This is an optimization exercise on Yosys and OpenROAD, whose aim is small area and a short achievable clock period, not a production implementation. At most, simulation tests tie the RTL to the original design; equivalence was not proved. Power and IR drop assume default switching activity.

==> run a: inputs <==
Design worley_field_pipe, start of the top module:
module worley_field_pipe #(
  parameter int NUM_PTS    = 4,
  parameter int COORD_W    = 10,
  parameter int H_ACTIVE   = 640,
  parameter int V_ACTIVE   = 480,
  parameter int DIST_SHIFT = 8,
  parameter int OUT_W      = 8
) (
  input  logic               clk,
  input  logic               rst_n,
  input  logic               frame_start,
  input  logic               pix_valid,
  input  logic [COORD_W-1:0] x,
  input  logic [COORD_W-1:0] y,
  output logic               noise_valid,
  output logic [OUT_W-1:0]   noise,
  output logic [2:0]         cell_id,
  output logic               busy
);
clock: 8.0 ns
lec_check: 0
cap_margin: 20
core_margin: 2
core_utilization: 50
cts_cluster_diameter: 100
cts_cluster_size: 30
setup_slack_margin: 5.0
slew_margin: 20
synth_hierarchical: 1
synth_minimum_keep_size: 0
run.sh (not shown) runs the stock make flow with config.mk's settings and CLKGATE_MAP_FILE= SYNTH_SCRIPT=/design/flow/synth_recipe.tcl, a recipe that flattens the netlist after the stock synthesis.
==> inputs of run b, as changes to run a <==
--- a/flow/config.mk
+++ b/flow/config.mk
@@ -10,4 +10,2 @@
 export CORE_UTILIZATION = 50
-export CTS_CLUSTER_DIAMETER = 100
-export CTS_CLUSTER_SIZE = 30
 export SETUP_SLACK_MARGIN = 5.0
==> inputs of run c, as changes to run a <==
--- a/flow/config.mk
+++ b/flow/config.mk
@@ -9,3 +9,3 @@
 export CORE_MARGIN = 2
-export CORE_UTILIZATION = 50
+export CORE_UTILIZATION = 45
 export CTS_CLUSTER_DIAMETER = 100
==> qor summary <==
metric	run b	run c	run a
Slew of the pin with the lowest slew margin	944 ps	976 ps	991 ps
Worst-case setup slack after placement	4690 ps	4670 ps	4690 ps
Critical path arrival	3430 ps	3470 ps	3440 ps
Area enclosed by the die boundary	57400 um^2	63700 um^2	57400 um^2
Peak clock frequency supported by timing	337 MHz	331 MHz	335 MHz
Clock buffer count in the final layout	61	24	23
Outcome	finished clean	finished clean	finished clean
GR Util All Layers	23.6%	21.6%	23.4%
Post-Route M1 WL	30000 um	31700 um	30100 um
DR WL/cell	18.7 um	19.1 um	18.8 um
Clock group share of total power	19.0%	13.1%	12.1%
Core region area	55000 um^2	61400 um^2	55000 um^2
Count of buffers added by post-CTS timing repair for setup	13	43	42
Chip width	240 um	252 um	240 um
First-pass iteration count of the detailed router	8	6	7


==> inputs of wip/quartz <==
Another version of the RTL of worley_field_pipe (not shown whole).
Settings: LEC_CHECK=0, CAP_MARGIN=20, CORE_MARGIN=2, CORE_UTILIZATION=50, CTS_CLUSTER_DIAMETER=100, CTS_CLUSTER_SIZE=30, SETUP_SLACK_MARGIN=5.0, SLEW_MARGIN=20, SYNTH_HIERARCHICAL=1, SYNTH_MINIMUM_KEEP_SIZE=0; clock period 8.0 ns.
==> inputs of wip/fjord, as changes to wip/quartz <==
--- a/flow/design.v
+++ b/flow/design.v
@@ -2876,10 +2876,17 @@
   logic k10_19;
   logic k10_20;
   logic k10_21;
   logic k10_22;
   logic k10_23;
+  logic k10_24;
+  logic k10_25;
+  logic k10_26;
+  logic k10_27;
+  logic k10_28;
+  logic k10_29;
+  logic k10_30;
   assign k10_0 = dd1[0] & ~dd0[0];
   assign k10_1 = dd1[0] | ~dd0[0];
   assign k10_2 = dd1[1] & ~dd0[1];
   assign k10_3 = dd1[1] | ~dd0[1];
   assign k10_4 = dd1[2] & ~dd0[2];
@@ -2894,18 +2901,25 @@
   assign k10_13 = dd1[6] | ~dd0[6];
   assign k10_14 = dd1[7] & ~dd0[7];
   assign k10_15 = dd1[7] | ~dd0[7];
   assign k10_16 = k10_0 | (k10_1 & 1'b1);
   assign k10_17 = k10_2 | (k10_3 & k10_16);
-  assign k10_18 = k10_4 | (k10_5 & k10_17);
-  assign k10_19 = k10_6 | (k10_7 & k10_18);
-  assign k10_20 = k10_8 | (k10_9 & k10_19);
-  assign k10_21 = k10_10 | (k10_11 & k10_20);
-  assign k10_22 = k10_12 | (k10_13 & k10_21);
-  assign k10_23 = k10_14 | (k10_15 & k10_22);
+  assign k10_18 = k10_3 & k10_1;
+  assign k10_19 = k10_6 | (k10_7 & k10_4);
+  assign k10_20 = k10_7 & k10_5;
+  assign k10_21 = k10_10 | (k10_11 & k10_8);
+  assign k10_22 = k10_11 & k10_9;
+  assign k10_23 = k10_14 | (k10_15 & k10_12);
+  assign k10_24 = k10_15 & k10_13;
+  assign k10_25 = k10_19 | (k10_20 & k10_17);
+  assign k10_26 = k10_20 & k10_18;
+  assign k10_27 = k10_23 | (k10_24 & k10_21);
+  assign k10_28 = k10_24 & k10_22;
+  assign k10_29 = k10_27 | (k10_28 & k10_25);
+  assign k10_30 = k10_28 & k10_26;
   logic k10;
-  assign k10 = ~k10_23;
+  assign k10 = ~k10_29;
   logic q10;
   always_ff @(posedge clk) q10 <= k10;
   logic k20_0;
   logic k20_1;
   logic k20_2;
@@ -2928,10 +2942,17 @@
   logic k20_19;
   logic k20_20;
   logic k20_21;
   logic k20_22;
   logic k20_23;
+  logic k20_24;
+  logic k20_25;
+  logic k20_26;
+  logic k20_27;
+  logic k20_28;
+  logic k20_29;
+  logic k20_30;
   assign k20_0 = dd2[0] & ~dd0[0];
   assign k20_1 = dd2[0] | ~dd0[0];
   assign k20_2 = dd2[1] & ~dd0[1];
   assign k20_3 = dd2[1] | ~dd0[1];
   assign k20_4 = dd2[2] & ~dd0[2];
@@ -2946,18 +2967,25 @@
   assign k20_13 = dd2[6] | ~dd0[6];
   assign k20_14 = dd2[7] & ~dd0[7];
   assign k20_15 = dd2[7] | ~dd0[7];
   assign k20_16 = k20_0 | (k20_1 & 1'b1);
   assign k20_17 = k20_2 | (k20_3 & k20_16);
-  assign k20_18 = k20_4 | (k20_5 & k20_17);
-  assign k20_19 = k20_6 | (k20_7 & k20_18);
-  assign k20_20 = k20_8 | (k20_9 & k20_19);
-  assign k20_21 = k20_10 | (k20_11 & k20_20);
-  assign k20_22 = k20_12 | (k20_13 & k20_21);
-  assign k20_23 = k20_14 | (k20_15 & k20_22);
+  assign k20_18 = k20_3 & k20_1;
+  assign k20_19 = k20_6 | (k20_7 & k20_4);
+  assign k20_20 = k20_7 & k20_5;
+  assign k20_21 = k20_10 | (k20_11 & k20_8);
+  assign k20_22 = k20_11 & k20_9;
+  assign k20_23 = k20_14 | (k20_15 & k20_12);
+  assign k20_24 = k20_15 & k20_13;
+  assign k20_25 = k20_19 | (k20_20 & k20_17);
+  assign k20_26 = k20_20 & k20_18;
+  assign k20_27 = k20_23 | (k20_24 & k20_21);
+  assign k20_28 = k20_24 & k20_22;
+  assign k20_29 = k20_27 | (k20_28 & k20_25);
+  assign k20_30 = k20_28 & k20_26;
   logic k20;
-  assign k20 = ~k20_23;
+  assign k20 = ~k20_29;
   logic q20;
   always_ff @(posedge clk) q20 <= k20;
   logic k30_0;
   logic k30_1;
   logic k30_2;
@@ -2980,10 +3008,17 @@
   logic k30_19;
   logic k30_20;
   logic k30_21;
   logic k30_22;
   logic k30_23;
+  logic k30_24;
+  logic k30_25;
+  logic k30_26;
+  logic k30_27;
+  logic k30_28;
+  logic k30_29;
+  logic k30_30;
   assign k30_0 = dd3[0] & ~dd0[0];
   assign k30_1 = dd3[0] | ~dd0[0];
   assign k30_2 = dd3[1] & ~dd0[1];
   assign k30_3 = dd3[1] | ~dd0[1];
   assign k30_4 = dd3[2] & ~dd0[2];
@@ -2998,18 +3033,25 @@
   assign k30_13 = dd3[6] | ~dd0[6];
   assign k30_14 = dd3[7] & ~dd0[7];
   assign k30_15 = dd3[7] | ~dd0[7];
   assign k30_16 = k30_0 | (k30_1 & 1'b1);
   assign k30_17 = k30_2 | (k30_3 & k30_16);
-  assign k30_18 = k30_4 | (k30_5 & k30_17);
-  assign k30_19 = k30_6 | (k30_7 & k30_18);
-  assign k30_20 = k30_8 | (k30_9 & k30_19);
-  assign k30_21 = k30_10 | (k30_11 & k30_20);
-  assign k30_22 = k30_12 | (k30_13 & k30_21);
-  assign k30_23 = k30_14 | (k30_15 & k30_22);
+  assign k30_18 = k30_3 & k30_1;
+  assign k30_19 = k30_6 | (k30_7 & k30_4);
+  assign k30_20 = k30_7 & k30_5;
+  assign k30_21 = k30_10 | (k30_11 & k30_8);
+  assign k30_22 = k30_11 & k30_9;
+  assign k30_23 = k30_14 | (k30_15 & k30_12);
+  assign k30_24 = k30_15 & k30_13;
+  assign k30_25 = k30_19 | (k30_20 & k30_17);
+  assign k30_26 = k30_20 & k30_18;
+  assign k30_27 = k30_23 | (k30_24 & k30_21);
+  assign k30_28 = k30_24 & k30_22;
+  assign k30_29 = k30_27 | (k30_28 & k30_25);
+  assign k30_30 = k30_28 & k30_26;
   logic k30;
-  assign k30 = ~k30_23;
+  assign k30 = ~k30_29;
   logic q30;
   always_ff @(posedge clk) q30 <= k30;
   logic k21_0;
   logic k21_1;
   logic k21_2;
@@ -3032,10 +3074,17 @@
   logic k21_19;
   logic k21_20;
   logic k21_21;
   logic k21_22;
   logic k21_23;
+  logic k21_24;
+  logic k21_25;
+  logic k21_26;
+  logic k21_27;
+  logic k21_28;
+  logic k21_29;
+  logic k21_30;
   assign k21_0 = dd2[0] & ~dd1[0];
   assign k21_1 = dd2[0] | ~dd1[0];
   assign k21_2 = dd2[1] & ~dd1[1];
   assign k21_3 = dd2[1] | ~dd1[1];
   assign k21_4 = dd2[2] & ~dd1[2];
@@ -3050,18 +3099,25 @@
   assign k21_13 = dd2[6] | ~dd1[6];
   assign k21_14 = dd2[7] & ~dd1[7];
   assign k21_15 = dd2[7] | ~dd1[7];
   assign k21_16 = k21_0 | (k21_1 & 1'b1);
   assign k21_17 = k21_2 | (k21_3 & k21_16);
-  assign k21_18 = k21_4 | (k21_5 & k21_17);
-  assign k21_19 = k21_6 | (k21_7 & k21_18);
-  assign k21_20 = k21_8 | (k21_9 & k21_19);
-  assign k21_21 = k21_10 | (k21_11 & k21_20);
-  assign k21_22 = k21_12 | (k21_13 & k21_21);
-  assign k21_23 = k21_14 | (k21_15 & k21_22);
+  assign k21_18 = k21_3 & k21_1;
+  assign k21_19 = k21_6 | (k21_7 & k21_4);
+  assign k21_20 = k21_7 & k21_5;
+  assign k21_21 = k21_10 | (k21_11 & k21_8);
+  assign k21_22 = k21_11 & k21_9;
+  assign k21_23 = k21_14 | (k21_15 & k21_12);
+  assign k21_24 = k21_15 & k21_13;
+  assign k21_25 = k21_19 | (k21_20 & k21_17);
+  assign k21_26 = k21_20 & k21_18;
+  assign k21_27 = k21_23 | (k21_24 & k21_21);
+  assign k21_28 = k21_24 & k21_22;
+  assign k21_29 = k21_27 | (k21_28 & k21_25);
+  assign k21_30 = k21_28 & k21_26;
   logic k21;
-  assign k21 = ~k21_23;
+  assign k21 = ~k21_29;
   logic q21;
   always_ff @(posedge clk) q21 <= k21;
   logic k31_0;
   logic k31_1;
   logic k31_2;
@@ -3084,10 +3140,17 @@
   logic k31_19;
   logic k31_20;
   logic k31_21;
   logic k31_22;
   logic k31_23;
+  logic k31_24;
+  logic k31_25;
+  logic k31_26;
+  logic k31_27;
+  logic k31_28;
+  logic k31_29;
+  logic k31_30;
   assign k31_0 = dd3[0] & ~dd1[0];
   assign k31_1 = dd3[0] | ~dd1[0];
   assign k31_2 = dd3[1] & ~dd1[1];
   assign k31_3 = dd3[1] | ~dd1[1];
   assign k31_4 = dd3[2] & ~dd1[2];
@@ -3102,18 +3165,25 @@
   assign k31_13 = dd3[6] | ~dd1[6];
   assign k31_14 = dd3[7] & ~dd1[7];
   assign k31_15 = dd3[7] | ~dd1[7];
   assign k31_16 = k31_0 | (k31_1 & 1'b1);
   assign k31_17 = k31_2 | (k31_3 & k31_16);
-  assign k31_18 = k31_4 | (k31_5 & k31_17);
-  assign k31_19 = k31_6 | (k31_7 & k31_18);
-  assign k31_20 = k31_8 | (k31_9 & k31_19);
-  assign k31_21 = k31_10 | (k31_11 & k31_20);
-  assign k31_22 = k31_12 | (k31_13 & k31_21);
-  assign k31_23 = k31_14 | (k31_15 & k31_22);
+  assign k31_18 = k31_3 & k31_1;
+  assign k31_19 = k31_6 | (k31_7 & k31_4);
+  assign k31_20 = k31_7 & k31_5;
+  assign k31_21 = k31_10 | (k31_11 & k31_8);
+  assign k31_22 = k31_11 & k31_9;
+  assign k31_23 = k31_14 | (k31_15 & k31_12);
+  assign k31_24 = k31_15 & k31_13;
+  assign k31_25 = k31_19 | (k31_20 & k31_17);
+  assign k31_26 = k31_20 & k31_18;
+  assign k31_27 = k31_23 | (k31_24 & k31_21);
+  assign k31_28 = k31_24 & k31_22;
+  assign k31_29 = k31_27 | (k31_28 & k31_25);
+  assign k31_30 = k31_28 & k31_26;
   logic k31;
-  assign k31 = ~k31_23;
+  assign k31 = ~k31_29;
   logic q31;
   always_ff @(posedge clk) q31 <= k31;
   logic k32_0;
   logic k32_1;
   logic k32_2;
@@ -3136,10 +3206,17 @@
   logic k32_19;
   logic k32_20;
   logic k32_21;
   logic k32_22;
   logic k32_23;
+  logic k32_24;
+  logic k32_25;
+  logic k32_26;
+  logic k32_27;
+  logic k32_28;
+  logic k32_29;
+  logic k32_30;
   assign k32_0 = dd3[0] & ~dd2[0];
   assign k32_1 = dd3[0] | ~dd2[0];
   assign k32_2 = dd3[1] & ~dd2[1];
   assign k32_3 = dd3[1] | ~dd2[1];
   assign k32_4 = dd3[2] & ~dd2[2];
@@ -3154,18 +3231,25 @@
   assign k32_13 = dd3[6] | ~dd2[6];
   assign k32_14 = dd3[7] & ~dd2[7];
   assign k32_15 = dd3[7] | ~dd2[7];
   assign k32_16 = k32_0 | (k32_1 & 1'b1);
   assign k32_17 = k32_2 | (k32_3 & k32_16);
-  assign k32_18 = k32_4 | (k32_5 & k32_17);
-  assign k32_19 = k32_6 | (k32_7 & k32_18);
-  assign k32_20 = k32_8 | (k32_9 & k32_19);
-  assign k32_21 = k32_10 | (k32_11 & k32_20);
-  assign k32_22 = k32_12 | (k32_13 & k32_21);
-  assign k32_23 = k32_14 | (k32_15 & k32_22);
+  assign k32_18 = k32_3 & k32_1;
+  assign k32_19 = k32_6 | (k32_7 & k32_4);
+  assign k32_20 = k32_7 & k32_5;
+  assign k32_21 = k32_10 | (k32_11 & k32_8);
+  assign k32_22 = k32_11 & k32_9;
+  assign k32_23 = k32_14 | (k32_15 & k32_12);
+  assign k32_24 = k32_15 & k32_13;
+  assign k32_25 = k32_19 | (k32_20 & k32_17);
+  assign k32_26 = k32_20 & k32_18;
+  assign k32_27 = k32_23 | (k32_24 & k32_21);
+  assign k32_28 = k32_24 & k32_22;
+  assign k32_29 = k32_27 | (k32_28 & k32_25);
+  assign k32_30 = k32_28 & k32_26;
   logic k32;
-  assign k32 = ~k32_23;
+  assign k32 = ~k32_29;
   logic q32;
   always_ff @(posedge clk) q32 <= k32;
   logic l10_0;
   logic l10_1;
   logic l10_2;
--- a/flow/config.mk
+++ b/flow/config.mk
@@ -8,9 +8,10 @@
 export CAP_MARGIN = 20
 export CORE_MARGIN = 2
 export CORE_UTILIZATION = 50
 export CTS_CLUSTER_DIAMETER = 100
 export CTS_CLUSTER_SIZE = 30
+export PLACE_DENSITY = 0.75
 export SETUP_SLACK_MARGIN = 5.0
 export SLEW_MARGIN = 20
 export SYNTH_HIERARCHICAL = 1
 export SYNTH_MINIMUM_KEEP_SIZE = 0
==> summary of the runs <==
Between wip/quartz and wip/fjord, the lower final area is in wip/fjord (gap 2.3%, measured against wip/fjord). In wip/quartz the combinational power is larger than in wip/fjord, by 7.4%. Between wip/fjord and wip/quartz, the lower routed wire length is in wip/fjord (gap 5.9%, measured against wip/quartz). Between wip/quartz and wip/fjord, the lower hold slack is in wip/quartz (gap 0.0028 ns). Of wip/fjord and wip/quartz, wip/quartz has the higher synthesized area (gap 0.30%, measured against wip/quartz). In wip/fjord the fmax is lower than in wip/quartz, by about 1.5%.
No functional check of the RTL was part of wip/quartz.

-- static timing again, ports no longer ideal --
Ports are ideal in the flow. The routed layouts listed here were re-timed in OpenROAD.
Step 1 (the two cells are an assumption about what drives the block):
set clk [get_ports {clk}]
set_driving_cell -lib_cell sky130_fd_sc_hd__clkbuf_16 $clk
set_driving_cell -lib_cell sky130_fd_sc_hd__buf_2 [delete_from_list [all_inputs] $clk]
Step 2, shift: input delay + t, output delay - t, t = (earliest + latest rising clock arrival at the registers) / 2. This alone moves slack from input paths to output paths.
a / b / c = no drivers / after step 1 / after step 2; a / b = the first two.
run	t, ns	slack for setup (ns)	hold slack, ns	worst data-port slew with drivers (ns)
run a	0.623	5.015 / 5.015 / 4.860	0.450 / 0.450 / 0.450	0.04
run b	0.623	5.030 / 5.030 / 4.857	0.439 / 0.439 / 0.439	0.04
run c	0.623	4.978 / 4.978 / 4.833	0.446 / 0.446 / 0.446	0.04
wip/quartz	0.633	5.032 / 5.032 / 4.723	0.444 / 0.444 / 0.444	0.05
wip/fjord	0.608	4.987 / 4.987 / 4.848	0.447 / 0.447 / 0.447	0.04
After both steps setup and hold are still met in every run listed. For wip/quartz, which loses most, drivers alone change the setup slack by 0.000 ns; drivers and shift together by -0.309 ns.
